What follows belongs to an exercise in optimizing a design on an open flow for small area and a short achievable clock period; a production flow would make more cautious choices. RTL that was checked went through simulation tests only; none was proved equivalent to the original. Power figures rest on the tool's default switching activity, not on a simulated workload.

build 14:
// if_npc_btb
module if_npc_btb (
   input  logic        cpu_clk,
   input  logic        cpu_rstn,
   input  logic [31:0] pc,
   input  logic        if_valid,
   output logic        pred_taken,
   output logic [31:0] pred_target,
   output logic [31:0] npc,
   input  logic        ex_valid,
   input  logic [31:0] ex_pc,
   input  logic        ex_taken,
   input  logic [31:0] ex_target,
   input  logic        ex_pred_taken,
   input  logic [31:0] ex_pred_target,
   output logic        pred_error,
   output logic        jump_taken,
   output logic [31:0] mispred_cnt
);
==> flow/config.mk <==
export PLATFORM = sky130hd
export DESIGN_NAME = if_npc_btb
export DESIGN_NICKNAME = if_npc_btb
export VERILOG_FILES = /design/flow/design.v
export SDC_FILE = /design/flow/constraint.sdc
export NUM_CORES = 4
export LEC_CHECK = 0
export CAP_MARGIN = 20
export CORE_MARGIN = 2
export CORE_UTILIZATION = 40
export SETUP_SLACK_MARGIN = 1.5
export SLEW_MARGIN = 20
export SYNTH_HIERARCHICAL = 1
export BUFFER_PORTS_ARGS = -buffer_cell sky130_fd_sc_hd__buf_1
export CTS_ARGS = -sink_clustering_enable -repair_clock_nets -dont_use_dummy_load -buf_list {sky130_fd_sc_hd__clkbuf_4 sky130_fd_sc_hd__clkbuf_8}
==> flow/constraint.sdc <==
create_clock -name core_clock -period 6.5 [get_ports {cpu_clk}]
set_input_delay 1.3000 -clock core_clock [delete_from_list [all_inputs] [get_ports {cpu_clk}]]
set_output_delay 1.3000 -clock core_clock [all_outputs]
set_load 0.01 [all_outputs]
standard.sh (not shown) runs the stock make flow with config.mk's settings and CLKGATE_MAP_FILE= SYNTH_SCRIPT=/design/flow/synth_recipe.tcl, a recipe that flattens the netlist after the stock synthesis.
==> flow/flow/run.sh <==
#!/bin/bash
# Standard synthesis and layout (standard.sh), with the extra ORFS settings
# in flow/extra.mk (port buffer cell, clock tree options).
set -uo pipefail
cat flow/extra.mk >> config.mk
bash standard.sh > flow_standard.log 2>&1
==> flow/flow/extra.mk <==
export BUFFER_PORTS_ARGS = -buffer_cell sky130_fd_sc_hd__buf_1
export CTS_ARGS = -sink_clustering_enable -repair_clock_nets -dont_use_dummy_load -buf_list {sky130_fd_sc_hd__clkbuf_4 sky130_fd_sc_hd__clkbuf_8}
Build 14: full flow OK, the timing, design-rule and antenna checks passed
Relative to build 14, the following input files were edited for build 35:
- SETUP_SLACK_MARGIN: 1.5 -> 0.8
--- outcome ---
When the final numbers for build 14 and build 35 were put side by side, the area growth from synthesis to layout turned out to be smaller in build 35. Comparing the two runs side by side, build 35 comes out ahead of build 14 on leakage power. Higher post-route met1 wirelength was reported by build 14, not build 35.
Modified inputs, build 22 compared to build 35
- setting RECOVER_POWER to 100 for the first time
- changing SETUP_SLACK_MARGIN from 0.8 to 1.5
==> flow/flow/run.sh <==
#!/bin/bash
# Standard synthesis and layout (standard.sh), with the extra ORFS settings
# in flow/extra.mk: port buffer cell, clock tree buffers without dummy loads,
# and power (area) recovery after global routing.
set -uo pipefail
cat flow/extra.mk >> config.mk
bash standard.sh > flow_standard.log 2>&1
==> flow/flow/extra.mk <==
export BUFFER_PORTS_ARGS = -buffer_cell sky130_fd_sc_hd__buf_1
export CTS_ARGS = -sink_clustering_enable -repair_clock_nets -dont_use_dummy_load -buf_list {sky130_fd_sc_hd__clkbuf_4 sky130_fd_sc_hd__clkbuf_8}
export RECOVER_POWER = 100
[summary]
- Of build 22 and build 35, the run reporting the higher post-CTS setup repair buffer count was build 22.
- Across both runs, switching part of the total was higher for build 22 than for build 35.
- Looking at count of vias placed by the detailed router, build 22 sits about 1.1% above build 35.
- In build 22 the implementation completed, yet the final layout does not meet the checks, the culprit being max-capacitance violations, max-slew violations.
Input-level comparison between build 81 and build 22:
- SETUP_SLACK_MARGIN changed from 1.5 to 0.8
### Flow results
- Nothing crashed in build 81 and all stages finished; the problem is that the final layout failed, the offending checks being max-capacitance violations, max-slew violations.
- Build 22 has a lower critical path depth than build 81.
- Of build 81 and build 22, the run reporting the higher number of filler instances in the final layout was build 81.
- Final core utilization (higher): build 22
- Build 81 vs. build 22: area used by multi-input combinational logic went down by 7.1%.


## oak
Another version of the RTL of if_npc_btb (not shown whole).
Size: ~2900 cells after synthesis, roughly 44000 µm² of cells after synthesis.
Settings: LEC_CHECK=0, CAP_MARGIN=20, CORE_MARGIN=2, CORE_UTILIZATION=40, SETUP_SLACK_MARGIN=2.2, SLEW_MARGIN=20, SYNTH_HIERARCHICAL=1, BUFFER_PORTS_ARGS=-buffer_cell sky130_fd_sc_hd__buf_1, CTS_ARGS=-sink_clustering_enable -repair_clock_nets -dont_use_dummy_load -buf_list {sky130_fd_sc_hd__clkbuf_4 sky130_fd_sc_hd__clkbuf_8}; clock period 6.5 ns.
==> flow/flow/run.sh <==
#!/bin/bash
# Standard synthesis and layout (standard.sh), with the extra ORFS settings
# in flow/extra.mk (port buffer cell, clock tree options).
set -uo pipefail
cat flow/extra.mk >> config.mk
bash standard.sh > flow_standard.log 2>&1
==> flow/flow/extra.mk <==
export BUFFER_PORTS_ARGS = -buffer_cell sky130_fd_sc_hd__buf_1
export CTS_ARGS = -sink_clustering_enable -repair_clock_nets -dont_use_dummy_load -buf_list {sky130_fd_sc_hd__clkbuf_4 sky130_fd_sc_hd__clkbuf_8}
Relative to oak, the following input files were edited for pine:
Settings: CORE_UTILIZATION changed from 40 to 60; CTS_ARGS changed from -sink_clustering_enable -repair_clock_nets -dont_use_dummy_load -buf_list {sky130_fd_sc_hd__clkbuf_4 sky130_fd_sc_hd__clkbuf_8} to -sink_clustering_enable -repair_clock_nets -dont_use_dummy_load -sink_clustering_size 24 -sink_clustering_max_diameter 120 -buf_list {sky130_fd_sc_hd__clkbuf_16}.
==> flow/flow/extra.mk <==
export BUFFER_PORTS_ARGS = -buffer_cell sky130_fd_sc_hd__buf_1
export CTS_ARGS = -sink_clustering_enable -repair_clock_nets -dont_use_dummy_load -sink_clustering_size 24 -sink_clustering_max_diameter 120 -buf_list {sky130_fd_sc_hd__clkbuf_16}
### Flow results
| worst hold slack | lower: pine |
Comparing oak and pine, critical path depth is higher on oak.
As of pine, number of signal-net buffers in the layout had risen by more than 10% compared to oak.
Compared with oak, pine shows clock-pin slew on the worst setup and hold paths higher by 0.02 ns.
Changes in birch relative to pine:
Settings: CORE_UTILIZATION: 60 -> 40; SETUP_SLACK_MARGIN: 2.2 -> 1.5; CTS_ARGS: -sink_clustering_enable -repair_clock_nets -dont_use_dummy_load -sink_clustering_size 24 -sink_clustering_max_diameter 120 -buf_list {sky130_fd_sc_hd__clkbuf_16} -> -sink_clustering_enable -repair_clock_nets -dont_use_dummy_load -buf_list {sky130_fd_sc_hd__clkbuf_4 sky130_fd_sc_hd__clkbuf_8}.
==> flow/flow/extra.mk <==
export BUFFER_PORTS_ARGS = -buffer_cell sky130_fd_sc_hd__buf_1
export CTS_ARGS = -sink_clustering_enable -repair_clock_nets -dont_use_dummy_load -buf_list {sky130_fd_sc_hd__clkbuf_4 sky130_fd_sc_hd__clkbuf_8}
### Flow results
Every stage of the flow completed for birch, and the final layout passed the timing, design-rule and antenna checks.
birch vs pine — net switching component of the power climbed by more than 10%
birch ended with less clock transition at the registers of the reported paths than pine.
On non-clock buffer count: between pine and birch, it ends up higher for pine.
First-iteration DRC count (higher): pine
Changes observed in birch relative to pine: multi-input gate area in the final layout decreased by about 2.7% relative to the old numbers; final standard cell utilization of the core decreased by 23 points relative to the old numbers; layout overhead on the synthesized area increased by 1.8 points relative to the old numbers.
Changes in maple relative to birch:
Settings: CTS_ARGS: -sink_clustering_enable -repair_clock_nets -dont_use_dummy_load -buf_list {sky130_fd_sc_hd__clkbuf_4 sky130_fd_sc_hd__clkbuf_8} -> -sink_clustering_enable -repair_clock_nets -dont_use_dummy_load -sink_clustering_size 24 -sink_clustering_max_diameter 120 -buf_list {sky130_fd_sc_hd__clkbuf_16}; TNS_END_PERCENT: unset -> 0; SETUP_SLACK_MARGIN: 1.5 -> 2.2.
==> flow/flow/extra.mk <==
export BUFFER_PORTS_ARGS = -buffer_cell sky130_fd_sc_hd__buf_1
export CTS_ARGS = -sink_clustering_enable -repair_clock_nets -dont_use_dummy_load -sink_clustering_size 24 -sink_clustering_max_diameter 120 -buf_list {sky130_fd_sc_hd__clkbuf_16}
Findings:
Compared with birch, maple shows a higher worst hold slack after final layout. Between maple and birch, it is maple whose met3 layer usage reported by global route is lower, by 1.1 points. Diff birch -> maple: fraction of standard cell area in multi-input logic higher, worst setup slack after layout went down, first-pass GRT wire length fell by 1.5%, sequential cell area share up 2.7 points. Re clock skew: maple is 0.015 ns down on birch.


== run 1 ==
Another version of the RTL of if_npc_btb (not shown whole).
Size: about 3,000 cells after synthesis, roughly 230 I/O pins, ~0.045 mm2 of cells after synthesis.
clock: 6.5 ns
lec_check: 0
cap_margin: 20
core_margin: 2
core_utilization: 40
setup_slack_margin: 3.0
slew_margin: 20
synth_hierarchical: 1
buffer_ports_args: -buffer_cell sky130_fd_sc_hd__buf_1
cts_args: -sink_clustering_enable -repair_clock_nets -dont_use_dummy_load -sink_clustering_size 24 -sink_clustering_max_diameter 120 -buf_list {sky130_fd_sc_hd__clkbuf_16}
==> flow/flow/extra.mk <==
export BUFFER_PORTS_ARGS = -buffer_cell sky130_fd_sc_hd__buf_1
export CTS_ARGS = -sink_clustering_enable -repair_clock_nets -dont_use_dummy_load -sink_clustering_size 24 -sink_clustering_max_diameter 120 -buf_list {sky130_fd_sc_hd__clkbuf_16}
Scripts as last shown in full above: flow/flow/run.sh
Here is what was changed in the inputs of run 2 compared with run 1.
Settings: changing SETUP_SLACK_MARGIN from 3.0 to 2.2.
--- outcome ---
Power spent charging and discharging nets was higher in the run labelled run 1. Delta(layout multi-input combinational cell count, run 2 - run 1) < 0. On run 2: static leakage power is 5.1% lower than what run 1 gave. Run 1 → run 2: highest clock rate decreased 0.0028 GHz; data arrival time of the worst path rose by 0.07 ns; final core utilization has decreased; number of buffers other than clock buffers in the final layout now smaller. | final wirelength | run 2 vs run 1 | better |. Re total power draw: run 1 and run 2 aren't equal, and the higher value belongs to run 1. Run 2 vs run 1: sequential share of layout area up in run 2.
No functional check of the RTL was part of any run of this note.


## v6
Another version of the RTL of if_npc_btb (not shown whole).
Size in the first run: about 2900 cells after synthesis, about 230 I/O pins, ~44000 µm² of cells after synthesis.
export LEC_CHECK = 0
export CAP_MARGIN = 20
export CORE_MARGIN = 2
export CORE_UTILIZATION = 50
export SETUP_SLACK_MARGIN = 2.4
export SLEW_MARGIN = 20
export SYNTH_HIERARCHICAL = 1
export TNS_END_PERCENT = 0
export BUFFER_PORTS_ARGS = -buffer_cell sky130_fd_sc_hd__buf_1
export CTS_ARGS = -sink_clustering_enable -repair_clock_nets -dont_use_dummy_load -sink_clustering_size 24 -sink_clustering_max_diameter 120 -buf_list {sky130_fd_sc_hd__clkbuf_16}
export IO_CONSTRAINTS = /design/flow/flow/io.tcl
create_clock -name core_clock -period 6.5 [get_ports {cpu_clk}]
==> flow/flow/run.sh <==
#!/bin/bash
# Standard synthesis and layout (standard.sh), with the extra ORFS settings
# in flow/extra.mk (port buffer cell, clock tree options) and the pin
# placement constraints in flow/io.tcl.
set -uo pipefail
cat flow/extra.mk >> config.mk
echo "export IO_CONSTRAINTS = $PWD/flow/io.tcl" >> config.mk
bash standard.sh > flow_standard.log 2>&1
Scripts as last shown in full above: flow/flow/extra.mk
Other scripts of this flow, unchanged in this note and not shown: flow/flow/io.tcl
Per the final summary, v6 finished and its layout is clean on timing, DRC and antenna.
> inputs changed (v6 -> v7)
# v6
export LEC_CHECK = 0
export CAP_MARGIN = 20
export CORE_MARGIN = 2
export CORE_UTILIZATION = 50
export SETUP_SLACK_MARGIN = 2.4
export SLEW_MARGIN = 20
export SYNTH_HIERARCHICAL = 1
export TNS_END_PERCENT = 0
export BUFFER_PORTS_ARGS = -buffer_cell sky130_fd_sc_hd__buf_1
export CTS_ARGS = -sink_clustering_enable -repair_clock_nets -dont_use_dummy_load -sink_clustering_size 24 -sink_clustering_max_diameter 120 -buf_list {sky130_fd_sc_hd__clkbuf_16}
export IO_CONSTRAINTS = /design/flow/flow/io.tcl
create_clock -name core_clock -period 6.5 [get_ports {cpu_clk}]
# v7
export LEC_CHECK = 0
export CAP_MARGIN = 20
export CORE_MARGIN = 2
export CORE_UTILIZATION = 40
export SETUP_SLACK_MARGIN = 2.6
export SLEW_MARGIN = 20
export SYNTH_HIERARCHICAL = 1
export TNS_END_PERCENT = 0
export BUFFER_PORTS_ARGS = -buffer_cell sky130_fd_sc_hd__buf_1
export CTS_ARGS = -sink_clustering_enable -repair_clock_nets -dont_use_dummy_load -sink_clustering_size 24 -sink_clustering_max_diameter 120 -buf_list {sky130_fd_sc_hd__clkbuf_16}
export IO_CONSTRAINTS = /design/flow/flow/io.tcl
create_clock -name core_clock -period 6.5 [get_ports {cpu_clk}]
Results
Going from v6 to v7, the maximum frequency was found to have gone up by 3.4 MHz.
In v7, worst hold-check slack is lower than in v6.
For residual DRC count, v7 and v6 come out practically identical.
Against v6, v7 comes in about 1.8% lower on final routed wirelength across all metal layers.
Compared with v6, in v7 post-synthesis to final-layout area growth was more or less identical; wire length of the first global-routing pass fell 4200 µm; relative contribution of sequential cells to total power was more or less identical.


if_npc_btb, a different RTL version from the one above (not shown whole).
Size: roughly 3000 cells after synthesis, about 980 flip-flops.
clock: 6.5 ns
lec_check: 0
cap_margin: 20
core_margin: 2
core_utilization: 55
cts_buf_list: sky130_fd_sc_hd__clkbuf_4 sky130_fd_sc_hd__clkbuf_8
setup_slack_margin: 1.5
slew_margin: 20
synth_hierarchical: 1
run.sh (not shown) runs the stock make flow with config.mk's settings and CLKGATE_MAP_FILE= SYNTH_SCRIPT=/design/flow/synth_recipe.tcl, a recipe that flattens the netlist after the stock synthesis.
Stock flow here: none of the scripts above is used.
Rerun with:
Settings changed: CORE_UTILIZATION 55 to 40, CTS_BUF_LIST sky130_fd_sc_hd__clkbuf_4 sky130_fd_sc_hd__clkbuf_8 to not set.
After rerunning:
- fmax goes up by a few percent
- flip-flop and latch count does not change
- cell area goes up by a few percent
- worst setup slack improved by 170 ps
Function was not checked in any run of this note: the RTL went through the layout flow alone.


old:
RTL: one of the versions met above, not the one the previous note started from.
Size: roughly 44000 µm² of cells after synthesis.
export LEC_CHECK = 0
export CAP_MARGIN = 20
export CORE_MARGIN = 2
export CORE_UTILIZATION = 40
export SETUP_SLACK_MARGIN = 1.8
export SLEW_MARGIN = 20
export SYNTH_HIERARCHICAL = 1
export BUFFER_PORTS_ARGS = -buffer_cell sky130_fd_sc_hd__buf_1
export CTS_ARGS = -sink_clustering_enable -repair_clock_nets -dont_use_dummy_load -sink_clustering_size 16 -sink_clustering_max_diameter 100 -buf_list {sky130_fd_sc_hd__clkbuf_8}
create_clock -name core_clock -period 6.5 [get_ports {cpu_clk}]
standard.sh (not shown) runs the stock make flow with config.mk's settings and CLKGATE_MAP_FILE= SYNTH_SCRIPT=/design/flow/synth_recipe.tcl, a recipe that flattens the netlist after the stock synthesis.
==> flow/flow/run.sh <==
#!/bin/bash
# Standard synthesis and layout (standard.sh), with the extra ORFS settings
# in flow/extra.mk (port buffer cell, clock tree options).
set -uo pipefail
cat flow/extra.mk >> config.mk
bash standard.sh > flow_standard.log 2>&1
==> flow/flow/extra.mk <==
export BUFFER_PORTS_ARGS = -buffer_cell sky130_fd_sc_hd__buf_1
export CTS_ARGS = -sink_clustering_enable -repair_clock_nets -dont_use_dummy_load -sink_clustering_size 16 -sink_clustering_max_diameter 100 -buf_list {sky130_fd_sc_hd__clkbuf_8}
In summary, old completed successfully, with a layout that passed the timing, design-rule and antenna checks.
The following lists how new was set up differently from old:
- SETUP_SLACK_MARGIN changed from 1.8 to 2.5
### Flow results
Taking old as the reference, in new routed wire length down about 5.7%; overall power down 0.065 mW; critical path depth down 1; non-clock buffer share of cell area down 1.9 points; signal arrival time at the worst endpoint up 50 ps.
Against old, new reports a sequential cell fraction of total power that is higher.
new has worst slack at placement below what old had.
Cell count: new lower than old
Taking old as the reference, in new via count of the routed design lost 903; global-route wire length before repair lost about 4%; combinational share of power lost 0.4 points.

[separate check: timing with driven ports]
No port has a modelled driver above. Below, the same layouts with a new extraction and two added sets of constraints. Step 1, drivers: a clkbuf_16 drives cpu_clk and a buf_2 each remaining input, both assumed. Step 2 times the ports against the registers' clock, not the clock port: input delays grow and output delays shrink by t, the midpoint of the rising clock arrivals with the driver on. Three values: ideal ports, drivers, drivers and shift; two values: the first two.
| run | t, ns | setup slack, ns | worst slew at a driven data input, ns |
|---|---|---|---|
| build 14 | 0.873 | 1.053 / 0.977 / 0.716 | 0.15 |
| build 35 | 0.881 | 0.841 / 0.760 / 0.091 | 0.14 |
| build 22 | 0.874 | 0.553 / 0.530 / -0.279 | 0.15 |
| build 81 | 0.886 | 0.515 / 0.443 / -0.181 | 0.14 |
| oak | 0.877 | 1.345 / 1.255 / 1.029 | 0.14 |
| pine | 0.693 | 1.376 / 1.343 / 0.894 | 0.17 |
| birch | 0.872 | 1.356 / 1.276 / 0.590 | 0.14 |
| maple | 0.710 | 1.201 / 1.073 / 0.595 | 0.18 |
| run 1 | 0.697 | 1.427 / 1.346 / 1.346 | 0.20 |
| run 2 | 0.738 | 1.355 / 1.318 / 1.318 | 0.14 |
| v6 | 0.684 | 1.353 / 1.331 / 0.905 | 0.09 |
| v7 | 0.717 | 1.442 / 1.397 / 0.810 | 0.09 |
| the first run of note 5 | 0.912 | 0.872 / 0.781 / 0.679 | 0.15 |
| the second run of note 5 | 0.775 | 1.046 / 1.003 / 0.877 | 0.09 |
| old | 0.795 | 1.310 / 1.255 / 0.971 | 0.14 |
| new | 0.791 | 1.261 / 1.224 / 1.224 | 0.15 |
For build 22, which loses most, drivers alone change the setup slack by -0.023 ns; drivers and shift together by -0.832 ns.
